Source: an optimization exercise on an open RTL-to-GDS flow (aim: small area, a short achievable clock period and few clock cycles per item). Production flows keep margins and buffers that such runs may drop. In this exercise RTL edits were held to simulation tests only and were not proved equivalent to the original.

===== flow/config.mk =====
export PLATFORM = sky130hd
export DESIGN_NAME = pedometer_step_detector
export DESIGN_NICKNAME = pedometer_step_detector
export VERILOG_FILES = /design/flow/design.v
export SDC_FILE = /design/flow/constraint.sdc
export NUM_CORES = 4
export LEC_CHECK = 0
export CAP_MARGIN = 20
export CORE_MARGIN = 2
export CORE_UTILIZATION = 40
export SLEW_MARGIN = 20

===== flow/constraint.sdc =====
create_clock -name core_clock -period 10.0 [get_ports {clk}]
set_input_delay 2.0000 -clock core_clock [delete_from_list [all_inputs] [get_ports {clk}]]
set_output_delay 2.0000 -clock core_clock [all_outputs]
set_load 0.01 [all_outputs]

===== flow/design.v =====
`timescale 1ns / 1ps
`default_nettype none
package psd_pkg;
    localparam int CFG_IDX_W  = 3;
    localparam int CFG_DATA_W = 16;
    typedef logic [CFG_IDX_W-1:0] cfg_idx_t;
    localparam cfg_idx_t REG_THRESHOLD    = 3'd0;
    localparam cfg_idx_t REG_MIN_INTERVAL = 3'd1;
    localparam cfg_idx_t REG_MAX_HIGH     = 3'd2;
    localparam cfg_idx_t REG_MIN_SWING    = 3'd3;
    localparam cfg_idx_t REG_SMOOTHING    = 3'd4;
    localparam logic [15:0] THRESHOLD_RESET    = 16'd1150;
    localparam logic [15:0] MIN_INTERVAL_RESET = 16'd500;
    localparam logic [15:0] MAX_HIGH_RESET     = 16'd2000;
    localparam logic [15:0] MIN_SWING_RESET    = 16'd150;
    localparam logic [8:0]  SMOOTHING_RESET    = 9'd51;
    typedef struct packed {
        logic [15:0] threshold_mg;
        logic [15:0] min_interval_ms;
        logic [15:0] max_high_ms;
        logic [15:0] min_swing_mg;
        logic [8:0]  smoothing_q8;
    } cfg_regs_t;
    localparam logic [23:0] LEVEL_RESET  = 24'd256000;
    localparam logic [23:0] TROUGH_RESET = 24'd512000;
    localparam logic [18:0] STRIDE_NUM   = 19'd375000;
    localparam logic [10:0] STRIDE_MIN   = 11'd400;
    localparam logic [10:0] STRIDE_MAX   = 11'd1200;
    localparam logic [8:0]  WEIGHT_FULL  = 9'd256;
    localparam logic [32:0] ROUND_HALF   = 33'd128;
    localparam logic [4:0] SQRT_LAST = 5'd15;
    localparam logic [4:0] DIV_LAST  = 5'd18;
    typedef logic [4:0] step_t;
    localparam step_t ST_IDLE      = 5'd0;
    localparam step_t ST_SQ_X      = 5'd1;
    localparam step_t ST_SQ_Y      = 5'd2;
    localparam step_t ST_SQ_Z      = 5'd3;
    localparam step_t ST_SUM       = 5'd4;
    localparam step_t ST_SQRT_INIT = 5'd5;
    localparam step_t ST_SQRT_LOOP = 5'd6;
    localparam step_t ST_FLT_A     = 5'd7;
    localparam step_t ST_FLT_B     = 5'd8;
    localparam step_t ST_FLT_C     = 5'd9;
    localparam step_t ST_LEVEL     = 5'd10;
    localparam step_t ST_EXTREMES  = 5'd11;
    localparam step_t ST_TIMEOUT   = 5'd12;
    localparam step_t ST_EDGE      = 5'd13;
    localparam step_t ST_FALL      = 5'd14;
    localparam step_t ST_DIV_INIT  = 5'd15;
    localparam step_t ST_DIV_LOOP  = 5'd16;
    localparam step_t ST_CLAMP     = 5'd17;
    localparam step_t ST_DIST      = 5'd18;
    localparam step_t ST_FINISH    = 5'd19;
    typedef logic [3:0] dp_op_t;
    localparam dp_op_t OP_NONE      = 4'd0;
    localparam dp_op_t OP_LOAD      = 4'd1;
    localparam dp_op_t OP_SQRT_INIT = 4'd2;
    localparam dp_op_t OP_SQRT_ITER = 4'd3;
    localparam dp_op_t OP_LEVEL     = 4'd4;
    localparam dp_op_t OP_EXTREMES  = 4'd5;
    localparam dp_op_t OP_TIMEOUT   = 4'd6;
    localparam dp_op_t OP_EDGE      = 4'd7;
    localparam dp_op_t OP_FALL      = 4'd8;
    localparam dp_op_t OP_DIV_INIT  = 4'd9;
    localparam dp_op_t OP_DIV_ITER  = 4'd10;
    localparam dp_op_t OP_CLAMP     = 4'd11;
    localparam dp_op_t OP_DIST      = 4'd12;
    localparam dp_op_t OP_EMIT      = 4'd13;
    typedef logic [2:0] mul_sel_t;
    localparam mul_sel_t MUL_NONE = 3'd0;
    localparam mul_sel_t MUL_SQX  = 3'd1;
    localparam mul_sel_t MUL_SQY  = 3'd2;
    localparam mul_sel_t MUL_SQZ  = 3'd3;
    localparam mul_sel_t MUL_FNEW = 3'd4;
    localparam mul_sel_t MUL_FOLD = 3'd5;
    typedef logic [1:0] acc_op_t;
    localparam acc_op_t ACC_HOLD     = 2'd0;
    localparam acc_op_t ACC_LOAD     = 2'd1;
    localparam acc_op_t ACC_ADD      = 2'd2;
    localparam acc_op_t ACC_LOAD_RND = 2'd3;
    typedef logic [2:0] cond_t;
    localparam cond_t COND_NEVER    = 3'd0;
    localparam cond_t COND_FIRE     = 3'd1;
    localparam cond_t COND_LOOP     = 3'd2;
    localparam cond_t COND_NO_FALL  = 3'd3;
    localparam cond_t COND_NO_STEP  = 3'd4;
    localparam cond_t COND_OUT_FREE = 3'd5;
    typedef struct packed {
        dp_op_t   op;
        mul_sel_t mul;
        acc_op_t  acc;
        cond_t    cond;
        logic     stay;
        step_t    target;
    } ucode_t;
    typedef struct packed {
        logic fire;
        logic loop;
        logic fall;
        logic step_ok;
        logic out_free;
    } status_t;
    function automatic ucode_t ucode(input step_t step);
        ucode_t w;
        w.op     = OP_NONE;
        w.mul    = MUL_NONE;
        w.acc    = ACC_HOLD;
        w.cond   = COND_NEVER;
        w.stay   = 1'b0;
        w.target = ST_IDLE;
        case (step)
            ST_IDLE:
            begin
                w.op     = OP_LOAD;
                w.cond   = COND_FIRE;
                w.stay   = 1'b1;
                w.target = ST_SQ_X;
            end
            ST_SQ_X:
            begin
                w.mul = MUL_SQX;
            end
            ST_SQ_Y:
            begin
                w.mul = MUL_SQY;
                w.acc = ACC_LOAD;
            end
            ST_SQ_Z:
            begin
                w.mul = MUL_SQZ;
                w.acc = ACC_ADD;
            end
            ST_SUM:
            begin
                w.acc = ACC_ADD;
            end
            ST_SQRT_INIT:
            begin
                w.op = OP_SQRT_INIT;
            end
            ST_SQRT_LOOP:
            begin
                w.op     = OP_SQRT_ITER;
                w.cond   = COND_LOOP;
                w.target = ST_SQRT_LOOP;
            end
            ST_FLT_A:
            begin
                w.mul = MUL_FNEW;
            end
            ST_FLT_B:
            begin
                w.mul = MUL_FOLD;
                w.acc = ACC_LOAD_RND;
            end
            ST_FLT_C:
            begin
                w.acc = ACC_ADD;
            end
            ST_LEVEL:
            begin
                w.op = OP_LEVEL;
            end
            ST_EXTREMES:
            begin
                w.op = OP_EXTREMES;
            end
            ST_TIMEOUT:
            begin
                w.op = OP_TIMEOUT;
            end
            ST_EDGE:
            begin
                w.op     = OP_EDGE;
                w.cond   = COND_NO_FALL;
                w.target = ST_FINISH;
            end
            ST_FALL:
            begin
                w.op = OP_FALL;
            end
            ST_DIV_INIT:
            begin
                w.op     = OP_DIV_INIT;
                w.cond   = COND_NO_STEP;
                w.target = ST_FINISH;
            end
            ST_DIV_LOOP:
            begin
                w.op     = OP_DIV_ITER;
                w.cond   = COND_LOOP;
                w.target = ST_DIV_LOOP;
            end
            ST_CLAMP:
            begin
                w.op = OP_CLAMP;
            end
            ST_DIST:
            begin
                w.op = OP_DIST;
            end
            ST_FINISH:
            begin
                w.op     = OP_EMIT;
                w.cond   = COND_OUT_FREE;
                w.stay   = 1'b1;
                w.target = ST_IDLE;
            end
            default:
            begin
                w.cond   = COND_FIRE;
                w.target = ST_IDLE;
            end
        endcase
        ucode = w;
    endfunction
endpackage
`default_nettype wire
`timescale 1ns / 1ps
`default_nettype none
module psd_sequencer
(
    input  wire logic             clk,
    input  wire logic             rst_n,
    input  wire psd_pkg::status_t status,
    output psd_pkg::ucode_t       ctrl
);
    psd_pkg::step_t pc_reg;
    psd_pkg::step_t pc_next;
    logic           take;
    always_comb
    begin
        ctrl = psd_pkg::ucode(pc_reg);
    end
    always_comb
    begin
        case (ctrl.cond)
            psd_pkg::COND_NEVER:    take = 1'b0;
            psd_pkg::COND_FIRE:     take = status.fire;
            psd_pkg::COND_LOOP:     take = status.loop;
            psd_pkg::COND_NO_FALL:  take = !status.fall;
            psd_pkg::COND_NO_STEP:  take = !status.step_ok;
            psd_pkg::COND_OUT_FREE: take = status.out_free;
            default:                take = 1'b0;
        endcase
    end
    always_comb
    begin
        if (take)
        begin
            pc_next = ctrl.target;
        end
        else if (ctrl.stay)
        begin
            pc_next = pc_reg;
        end
        else
        begin
            pc_next = pc_reg + 5'd1;
        end
    end
    always_ff @(posedge clk or negedge rst_n)
    begin
        if (!rst_n)
        begin
            pc_reg <= psd_pkg::ST_IDLE;
        end
        else
        begin
            pc_reg <= pc_next;
        end
    end
endmodule
`default_nettype wire
`timescale 1ns / 1ps
`default_nettype none
module psd_datapath
(
    input  wire logic               clk,
    input  wire logic               rst_n,
    input  wire psd_pkg::cfg_regs_t cfg_regs,
    input  wire psd_pkg::ucode_t    ctrl,
    output psd_pkg::status_t        status,
    input  wire logic               sample_valid,
    output logic                    sample_ready,
    input  wire logic signed [15:0] sample_accel_x,
    input  wire logic signed [15:0] sample_accel_y,
    input  wire logic signed [15:0] sample_accel_z,
    input  wire logic [31:0]        sample_time_ms,
    output logic                    result_valid,
    input  wire logic               result_ready,
    output logic                    result_step_event,
    output logic [10:0]             result_step_length_mm,
    output logic [31:0]             result_steps_total,
    output logic [31:0]             result_distance_mm,
    output logic [23:0]             result_smoothed_magnitude
);
    logic signed [15:0] ax_reg;
    logic signed [15:0] ay_reg;
    logic signed [15:0] az_reg;
    logic [31:0]        now_reg;
    logic [23:0] mul_a;
    logic [15:0] mul_b;
    logic [39:0] prod_reg;
    logic [32:0] acc_reg;
    logic [32:0] acc_next;
    logic [31:0] rad_reg;
    logic [17:0] rem_reg;
    logic [15:0] root_reg;
    logic [4:0]  cnt_reg;
    logic [18:0] num_reg;
    logic [18:0] drem_reg;
    logic [23:0] filt_reg;
    logic [23:0] peak_reg;
    logic [23:0] trough_reg;
    logic        armed_reg;
    logic [31:0] rise_reg;
    logic [31:0] last_reg;
    logic        tmo_reg;
    logic [31:0] elap_reg;
    logic        ok_reg;
    logic        event_reg;
    logic [10:0] stride_reg;
    logic [31:0] tally_reg;
    logic [31:0] dist_reg;
    logic        out_valid_reg;
    logic        out_event_reg;
    logic [10:0] out_stride_reg;
    logic [31:0] out_tally_reg;
    logic [31:0] out_dist_reg;
    logic [23:0] out_level_reg;
    logic        fire;
    logic        out_free;
    logic        emit;
    logic [15:0] abs_x;
    logic [15:0] abs_y;
    logic [15:0] abs_z;
    logic [8:0]  w_new;
    logic [8:0]  w_old;
    logic [23:0] thr_q;
    logic [19:0] sq_trial;
    logic [19:0] sq_sub;
    logic        sq_ge;
    logic [19:0] sq_diff;
    logic [19:0] dv_trial;
    logic        dv_ge;
    logic [19:0] dv_diff;
    logic [31:0] rise_delta;
    logic        swing_ok;
    logic [10:0] stride_clamp;
    logic [32:0] dist_sum;
    assign sample_ready = (ctrl.op == psd_pkg::OP_LOAD);
    assign fire          = sample_valid && sample_ready;
    assign out_free      = !out_valid_reg || result_ready;
    assign emit          = (ctrl.op == psd_pkg::OP_EMIT) && out_free;
    assign status.fire     = fire;
    assign status.loop     = (cnt_reg != 5'd0);
    assign status.fall     = armed_reg && (filt_reg < thr_q);
    assign status.step_ok  = ok_reg;
    assign status.out_free = out_free;
    assign abs_x = ax_reg[15] ? 16'(-ax_reg) : ax_reg;
    assign abs_y = ay_reg[15] ? 16'(-ay_reg) : ay_reg;
    assign abs_z = az_reg[15] ? 16'(-az_reg) : az_reg;
    assign w_new = (cfg_regs.smoothing_q8 > psd_pkg::WEIGHT_FULL) ?
                   psd_pkg::WEIGHT_FULL : cfg_regs.smoothing_q8;
    assign w_old = psd_pkg::WEIGHT_FULL - w_new;
    assign thr_q = {cfg_regs.threshold_mg, 8'd0};
    always_comb
    begin
        case (ctrl.mul)
            psd_pkg::MUL_SQX:
            begin
                mul_a = {8'd0, abs_x};
                mul_b = abs_x;
            end
            psd_pkg::MUL_SQY:
            begin
                mul_a = {8'd0, abs_y};
                mul_b = abs_y;
            end
            psd_pkg::MUL_SQZ:
            begin
                mul_a = {8'd0, abs_z};
                mul_b = abs_z;
            end
            psd_pkg::MUL_FNEW:
            begin
                mul_a = {root_reg, 8'd0};
                mul_b = {7'd0, w_new};
            end
            psd_pkg::MUL_FOLD:
            begin
                mul_a = filt_reg;
                mul_b = {7'd0, w_old};
            end
            default:
            begin
                mul_a = 24'd0;
                mul_b = 16'd0;
            end
        endcase
    end
    always_comb
    begin
        case (ctrl.acc)
            psd_pkg::ACC_LOAD:     acc_next = prod_reg[32:0];
            psd_pkg::ACC_ADD:      acc_next = acc_reg + prod_reg[32:0];
            psd_pkg::ACC_LOAD_RND: acc_next = prod_reg[32:0] + psd_pkg::ROUND_HALF;
            default:               acc_next = acc_reg;
        endcase
    end
    assign sq_trial = {rem_reg, rad_reg[31:30]};
    assign sq_sub   = {2'd0, root_reg, 2'b01};
    assign sq_ge    = (sq_trial >= sq_sub);
    assign sq_diff  = sq_trial - sq_sub;
    assign dv_trial = {drem_reg, num_reg[18]};
    assign dv_ge    = ({12'd0, dv_trial} >= elap_reg);
    assign dv_diff  = dv_trial - elap_reg[19:0];
    assign rise_delta = now_reg - rise_reg;
    assign swing_ok   = (peak_reg > trough_reg) &&
                        ((peak_reg - trough_reg) > {cfg_regs.min_swing_mg, 8'd0});
    always_comb
    begin
        if (num_reg < {8'd0, psd_pkg::STRIDE_MIN})
        begin
            stride_clamp = psd_pkg::STRIDE_MIN;
        end
        else if (num_reg > {8'd0, psd_pkg::STRIDE_MAX})
        begin
            stride_clamp = psd_pkg::STRIDE_MAX;
        end
        else
        begin
            stride_clamp = num_reg[10:0];
        end
    end
    assign dist_sum = {1'b0, dist_reg} + {22'd0, stride_reg};
    always_ff @(posedge clk or negedge rst_n)
    begin
        if (!rst_n)
        begin
            filt_reg      <= psd_pkg::LEVEL_RESET;
            peak_reg      <= 24'd0;
            trough_reg    <= psd_pkg::TROUGH_RESET;
            armed_reg     <= 1'b0;
            rise_reg      <= 32'd0;
            last_reg      <= 32'd0;
            tally_reg     <= 32'd0;
            dist_reg      <= 32'd0;
            cnt_reg       <= 5'd0;
            out_valid_reg <= 1'b0;
        end
        else
        begin
            case (ctrl.op)
                psd_pkg::OP_SQRT_INIT:
                begin
                    cnt_reg <= psd_pkg::SQRT_LAST;
                end
                psd_pkg::OP_SQRT_ITER, psd_pkg::OP_DIV_ITER:
                begin
                    cnt_reg <= cnt_reg - 5'd1;
                end
                psd_pkg::OP_DIV_INIT:
                begin
                    cnt_reg <= psd_pkg::DIV_LAST;
                end
                psd_pkg::OP_LEVEL:
                begin
                    filt_reg <= acc_reg[31:8];
                end
                psd_pkg::OP_EXTREMES:
                begin
                    if (filt_reg > peak_reg)
                    begin
                        peak_reg <= filt_reg;
                    end
                    if (filt_reg < trough_reg)
                    begin
                        trough_reg <= filt_reg;
                    end
                end
                psd_pkg::OP_TIMEOUT:
                begin
                    if (tmo_reg)
                    begin
                        armed_reg  <= 1'b0;
                        peak_reg   <= 24'd0;
                        trough_reg <= psd_pkg::TROUGH_RESET;
                    end
                end
                psd_pkg::OP_EDGE:
                begin
                    if (!armed_reg && (filt_reg > thr_q))
                    begin
                        armed_reg <= 1'b1;
                        rise_reg  <= now_reg;
                    end
                end
                psd_pkg::OP_FALL:
                begin
                    armed_reg  <= 1'b0;
                    peak_reg   <= 24'd0;
                    trough_reg <= psd_pkg::TROUGH_RESET;
                end
                psd_pkg::OP_CLAMP:
                begin
                    last_reg <= now_reg;
                    if (tally_reg != 32'hFFFF_FFFF)
                    begin
                        tally_reg <= tally_reg + 32'd1;
                    end
                end
                psd_pkg::OP_DIST:
                begin
                    dist_reg <= dist_sum[32] ? 32'hFFFF_FFFF : dist_sum[31:0];
                end
                default:
                begin
                end
            endcase
            if (emit)
            begin
                out_valid_reg <= 1'b1;
            end
            else if (result_ready)
            begin
                out_valid_reg <= 1'b0;
            end
        end
    end
    always_ff @(posedge clk)
    begin
        if (ctrl.mul != psd_pkg::MUL_NONE)
        begin
            prod_reg <= 40'(mul_a) * 40'(mul_b);
        end
        acc_reg <= acc_next;
        case (ctrl.op)
            psd_pkg::OP_LOAD:
            begin
                if (fire)
                begin
                    ax_reg     <= sample_accel_x;
                    ay_reg     <= sample_accel_y;
                    az_reg     <= sample_accel_z;
                    now_reg    <= sample_time_ms;
                    event_reg  <= 1'b0;
                    stride_reg <= 11'd0;
                end
            end
            psd_pkg::OP_SQRT_INIT:
            begin
                rad_reg  <= acc_reg[31:0];
                rem_reg  <= 18'd0;
                root_reg <= 16'd0;
            end
            psd_pkg::OP_SQRT_ITER:
            begin
                rem_reg  <= sq_ge ? sq_diff[17:0] : sq_trial[17:0];
                root_reg <= {root_reg[14:0], sq_ge};
                rad_reg  <= {rad_reg[29:0], 2'b00};
            end
            psd_pkg::OP_EXTREMES:
            begin
                tmo_reg <= armed_reg && (rise_delta > {16'd0, cfg_regs.max_high_ms});
            end
            psd_pkg::OP_TIMEOUT:
            begin
                elap_reg <= now_reg - last_reg;
            end
            psd_pkg::OP_FALL:
            begin
                ok_reg <= (elap_reg > {16'd0, cfg_regs.min_interval_ms}) && swing_ok;
            end
            psd_pkg::OP_DIV_INIT:
            begin
                num_reg  <= psd_pkg::STRIDE_NUM;
                drem_reg <= 19'd0;
            end
            psd_pkg::OP_DIV_ITER:
            begin
                drem_reg <= dv_ge ? dv_diff[18:0] : dv_trial[18:0];
                num_reg  <= {num_reg[17:0], dv_ge};
            end
            psd_pkg::OP_CLAMP:
            begin
                event_reg  <= 1'b1;
                stride_reg <= stride_clamp;
            end
            default:
            begin
            end
        endcase
        if (emit)
        begin
            out_event_reg  <= event_reg;
            out_stride_reg <= stride_reg;
            out_tally_reg  <= tally_reg;
            out_dist_reg   <= dist_reg;
            out_level_reg  <= filt_reg;
        end
    end
    assign result_valid              = out_valid_reg;
    assign result_step_event         = out_event_reg;
    assign result_step_length_mm     = out_stride_reg;
    assign result_steps_total        = out_tally_reg;
    assign result_distance_mm        = out_dist_reg;
    assign result_smoothed_magnitude = out_level_reg;
endmodule
`default_nettype wire
`timescale 1ns / 1ps
`default_nettype none
module pedometer_step_detector
(
    input  wire logic               clk,
    input  wire logic               rst_n,
    input  wire logic               cfg_valid,
    output logic                    cfg_ready,
    input  wire logic [2:0]         cfg_index,
    input  wire logic [15:0]        cfg_data,
    input  wire logic               sample_valid,
    output logic                    sample_ready,
    input  wire logic signed [15:0] sample_accel_x,
    input  wire logic signed [15:0] sample_accel_y,
    input  wire logic signed [15:0] sample_accel_z,
    input  wire logic [31:0]        sample_time_ms,
    output logic                    result_valid,
    input  wire logic               result_ready,
    output logic                    result_step_event,
    output logic [10:0]             result_step_length_mm,
    output logic [31:0]             result_steps_total,
    output logic [31:0]             result_distance_mm,
    output logic [23:0]             result_smoothed_magnitude
);
    psd_pkg::cfg_regs_t cfg_regs_reg;
    psd_pkg::ucode_t    ctrl;
    psd_pkg::status_t   status;
    assign cfg_ready = 1'b1;
    always_ff @(posedge clk or negedge rst_n)
    begin
        if (!rst_n)
        begin
            cfg_regs_reg.threshold_mg    <= psd_pkg::THRESHOLD_RESET;
            cfg_regs_reg.min_interval_ms <= psd_pkg::MIN_INTERVAL_RESET;
            cfg_regs_reg.max_high_ms     <= psd_pkg::MAX_HIGH_RESET;
            cfg_regs_reg.min_swing_mg    <= psd_pkg::MIN_SWING_RESET;
            cfg_regs_reg.smoothing_q8    <= psd_pkg::SMOOTHING_RESET;
        end
        else if (cfg_valid)
        begin
            case (cfg_index)
                psd_pkg::REG_THRESHOLD:    cfg_regs_reg.threshold_mg    <= cfg_data;
                psd_pkg::REG_MIN_INTERVAL: cfg_regs_reg.min_interval_ms <= cfg_data;
                psd_pkg::REG_MAX_HIGH:     cfg_regs_reg.max_high_ms     <= cfg_data;
                psd_pkg::REG_MIN_SWING:    cfg_regs_reg.min_swing_mg    <= cfg_data;
                psd_pkg::REG_SMOOTHING:    cfg_regs_reg.smoothing_q8    <= cfg_data[8:0];
                default:
                begin
                end
            endcase
        end
    end
    psd_sequencer u_sequencer
    (
        .clk    (clk),
        .rst_n  (rst_n),
        .status (status),
        .ctrl   (ctrl)
    );
    psd_datapath u_datapath
    (
        .clk      (clk),
        .rst_n    (rst_n),
        .cfg_regs (cfg_regs_reg),
        .ctrl     (ctrl),
        .status   (status),
        .sample_valid              (sample_valid),
        .sample_ready              (sample_ready),
        .sample_accel_x            (sample_accel_x),
        .sample_accel_y            (sample_accel_y),
        .sample_accel_z            (sample_accel_z),
        .sample_time_ms            (sample_time_ms),
        .result_valid              (result_valid),
        .result_ready              (result_ready),
        .result_step_event         (result_step_event),
        .result_step_length_mm     (result_step_length_mm),
        .result_steps_total        (result_steps_total),
        .result_distance_mm        (result_distance_mm),
        .result_smoothed_magnitude (result_smoothed_magnitude)
    );
endmodule
`default_nettype wire

===== flow/run.sh =====
#!/bin/bash
# synth_recipe.tcl (not shown) runs the flow's synth.tcl, then flattens the netlist and writes it again
# the make line also repeats each setting of config.mk as NAME=value (left out here)
make -C /OpenROAD-flow-scripts/flow DESIGN_CONFIG=/design/flow/config.mk WORK_HOME=/design/flow/orfs CLKGATE_MAP_FILE= SYNTH_SCRIPT=/design/flow/synth_recipe.tcl finish

==> run notes <==
==> stage by stage <==
stage / utilization (%) / setup WS, ns / std cells / hold slack (ns)
final: 46.0 / 0.756 / 6889 / 0.429
after global routing: 46.0 / 0.108 / 6887 / 0.449
after CTS: 46.0 / 0.652 / 6886 / 0.427
after detailed placement: 43.7 / 0.719 / 6734 / 0.419
after global placement: 43.7 / 0.934 / 6734 / 0.412
after floorplan: - / 1.40 / 4976 / 0.400
==> cells in the mapped netlist (61+ instances only) <==
cell type | instances | area (sq um)
sky130_fd_sc_hd__a21o_1 | 103 | 773
sky130_fd_sc_hd__clkbuf_1 | 117 | 439
sky130_fd_sc_hd__nor3_1 | 61 | 305
sky130_fd_sc_hd__nor2_1 | 364 | 1370
sky130_fd_sc_hd__edfxtp_1 | 394 | 11800
sky130_fd_sc_hd__mux2_2 | 94 | 1060
sky130_fd_sc_hd__dfrtp_1 | 246 | 6160
sky130_fd_sc_hd__o21ai_0 | 230 | 1150
sky130_fd_sc_hd__a21oi_1 | 247 | 1240
sky130_fd_sc_hd__nand2_1 | 637 | 2390
sky130_fd_sc_hd__fa_1 | 286 | 5730
sky130_fd_sc_hd__xnor2_1 | 169 | 1480
sky130_fd_sc_hd__inv_1 | 637 | 2390
sky130_fd_sc_hd__xor2_1 | 84 | 736
sky130_fd_sc_hd__ha_1 | 372 | 4650
sky130_fd_sc_hd__nand3_1 | 87 | 435
==> per-layer routing <==
layer / track usage, % / wire (um)
met3: 3.46 / 8720
met2: 33.2 / 59000
met4: 6.31 / 3680
met5: 0 / 20
met1: 31.8 / 63800
==> cells by family after synthesis <==
family,after synthesis,synth area share (%)
muxes,134,2.99
adders and majority gates,658,21.2
DFF,679,38.9
AOI/OAI and AO/OA,936,12.3
other,2,0.0154
buffers and inverters,784,6.08
xor gates and xnor gates,253,4.54
and+or+nand+nor,1500,13.9
==> critical path, delay by kind of cell, from the launching register on <==
kind,cells,cell delay (ns)
flops,1,0.52
buf+inv,5,0.66
simple gates,4,0.86
fa+ha+maj,8,3.74
xor+xnor,1,0.09
compound gates,11,3.07
==> path summary, 6_finish.rpt <==
kind | slack, ns | start | depth (start not counted) | endpoint
setup / recovery | 0.76 | u_sequencer.pc_reg[0] | 29 | u_datapath.prod_reg[31]
hold / removal | 0.43 | u_datapath.event_reg | 0 | u_datapath.out_event_reg
setup reg to reg | 0.76 | u_sequencer.pc_reg[0] | 29 | u_datapath.prod_reg[31]
hold reg to reg | 0.43 | u_datapath.event_reg | 0 | u_datapath.out_event_reg
max in group asynchronous | 7.25 | rst_n | 2 | u_datapath.filt_reg[20]
min in group asynchronous | 1.36 | rst_n | 1 | u_datapath.rise_reg[24]
==> layout make-up <==
type                            instances  area, sq um  share of cell area, %
Timing Repair Buffer                  278         2620                   4.69
Antenna cell                            3         7.51                 0.0134
Sequential cell                       679        19000                   34.0
Tap cell                             1625         2030                   3.64
Inverter                              639         2400                   4.29
Clock buffer                          101         2180                   3.91
Clock inverter                         51          612                   1.09
Multi-Input combinational cell       3513        27000                   48.4
==> impl_metrics.json <==
{
  "detailed_route_drc_error_count": 0,
  "critPathArrivalTime_ns": 9.65,
  "yosys.cell_types.count": 87,
  "hold_viol_final": 0,
  "clock.fmax_mhz": 108,
  "ioPinCount": 207,
  "cts_tree": "yes",
  "dr_total_vias": 36600,
  "dieWidth_um": 353,
  "clk_transition_reported_paths_ns": 0.06,
  "synth_warnings": 3,
  "dr.pass1.iters": 5,
  "drt-vias-per-instance": 5.31,
  "layout.cells.most_common": "sky130_fd_sc_hd__inv_1",
  "hold_buffers": 0,
  "timing.critical_path.from_type": "flop",
  "max_slew_margin_pct": 31.3,
  "avgSynthCellArea_sq_um": 9.88,
  "final.setup.tns_ns": 0,
  "row_count": 128,
  "report.final.setup_viol": 0,
  "timing_worst_setup_path_type": "flop to flop",
  "critical_path_required_ns": 10.41,
  "fin_nets": 5954,
  "yosysSeqAreaShare_pct": 38.9,
  "run_status": "complete, no violations",
  "initialDrtViolationCount": 2945,
  "worst_slew_pin_tran_ns": 1.02,
  "routabilityCongestion": 0.942,
  "avgRoutedWirePerCell_um": 19.6,
  "buffer_type_at_the_clock_tree_root": "sky130_fd_sc_hd__clkbuf_16",
  "grt_pass1_vias": 36100,
  "io_buffers": 205,
  "cpMostUsedCell": "sky130_fd_sc_hd__fa_1",
  "synth_flop_cell": "sky130_fd_sc_hd__edfxtp_1",
  "critPathSlowestCell": "sky130_fd_sc_hd__fa_1",
  "cts_buffers": 81,
  "clkLatencyLatePin_ns": 0.68,
  "syn_area_sq_um": 48900,
  "cts_max_path_buffers": 3,
  "antenna_left": 0,
  "initial_antenna_violation_count": 7,
  "cts_setup_buffers": 0,
  "global_route.overflow_total": 0,
  "synthCells": 4946,
  "initial_standard_cell_utilization_of_the_core_pct": 40.2,
  "slowest_delay_ns": 0.59,
  "drive_gt1_share_pct": 7.51,
  "fin_area_sq_um": 55900,
  "drt_wl_total_um": 135000,
  "place.detailed.hpwl_um": 104000,
  "min_period_over_period_pct": 92.4,
  "fillerInstances": 11400,
  "largest_reg_flops": 73,
  "clock_sink_count": 679,
  "crit_path_end_kind": "flop",
  "cts_repair_resize_count": 0,
  "dieArea_sq_um": 125000,
  "cap_violations": 0,
  "hold_path_class": "flop to flop",
  "yosys_reg_bits": 679,
  "area_growth_pct": 14.4,
  "final_max_slew_viol_count": 0,
  "design.core.area_sq_um": 122000,
  "clock_tree_skew_after_final_layout_ns": 0.0472,
  "synth_async_sr_flop_share_pct": 42.0,
  "fin_crit_ns": 9.24,
  "crit_fanout": 29,
  "rsz0062_at_grt": "no",
  "die_height_um": 353,
  "edff_count_synth": 394,
  "dpl-instance-area_sq_um": 53100,
  "grt_start_max_net_pins": 142,
  "globalRouteTotalUtil_pct": 21.7,
  "most-common-layout-cells": "sky130_fd_sc_hd__inv_1 (635), sky130_fd_sc_hd__nand2_1 (634), sky130_fd_sc_hd__edfxtp_1 (394)",
  "clock_tree.htree_level_count": 3,
  "first_pass_grt_wire_length_um": 212000
}
Testbench counts, summed over its fixed seeds: cycles 146,349, items 4,800.

## re-timing with driven ports
In the flow no input, the clock included, has a driving cell. The finished layout below was timed again as built, in two steps.
Step 1 assumes that a clkbuf_16 drives the clock port and a buf_2 every other input.
Step 2 also shifts input and output timing later by t, the mid clock arrival at the registers, as if the neighbouring blocks saw the same clock.
Slacks: ideal ports / drivers / drivers and shift; pairs: ideal ports / drivers.
shift t [ns]: 0.726
setup slack, ns: 0.756 / 0.756 / 0.756
worst hold slack (ns): 0.429 / 0.429 / 0.429
slew at the worst register clock pin (ns): 0.07 / 0.07
After both steps setup and hold are still met in this run. The setup slack of this run moves by 0.000 ns with the drivers and by 0.000 ns with both steps.
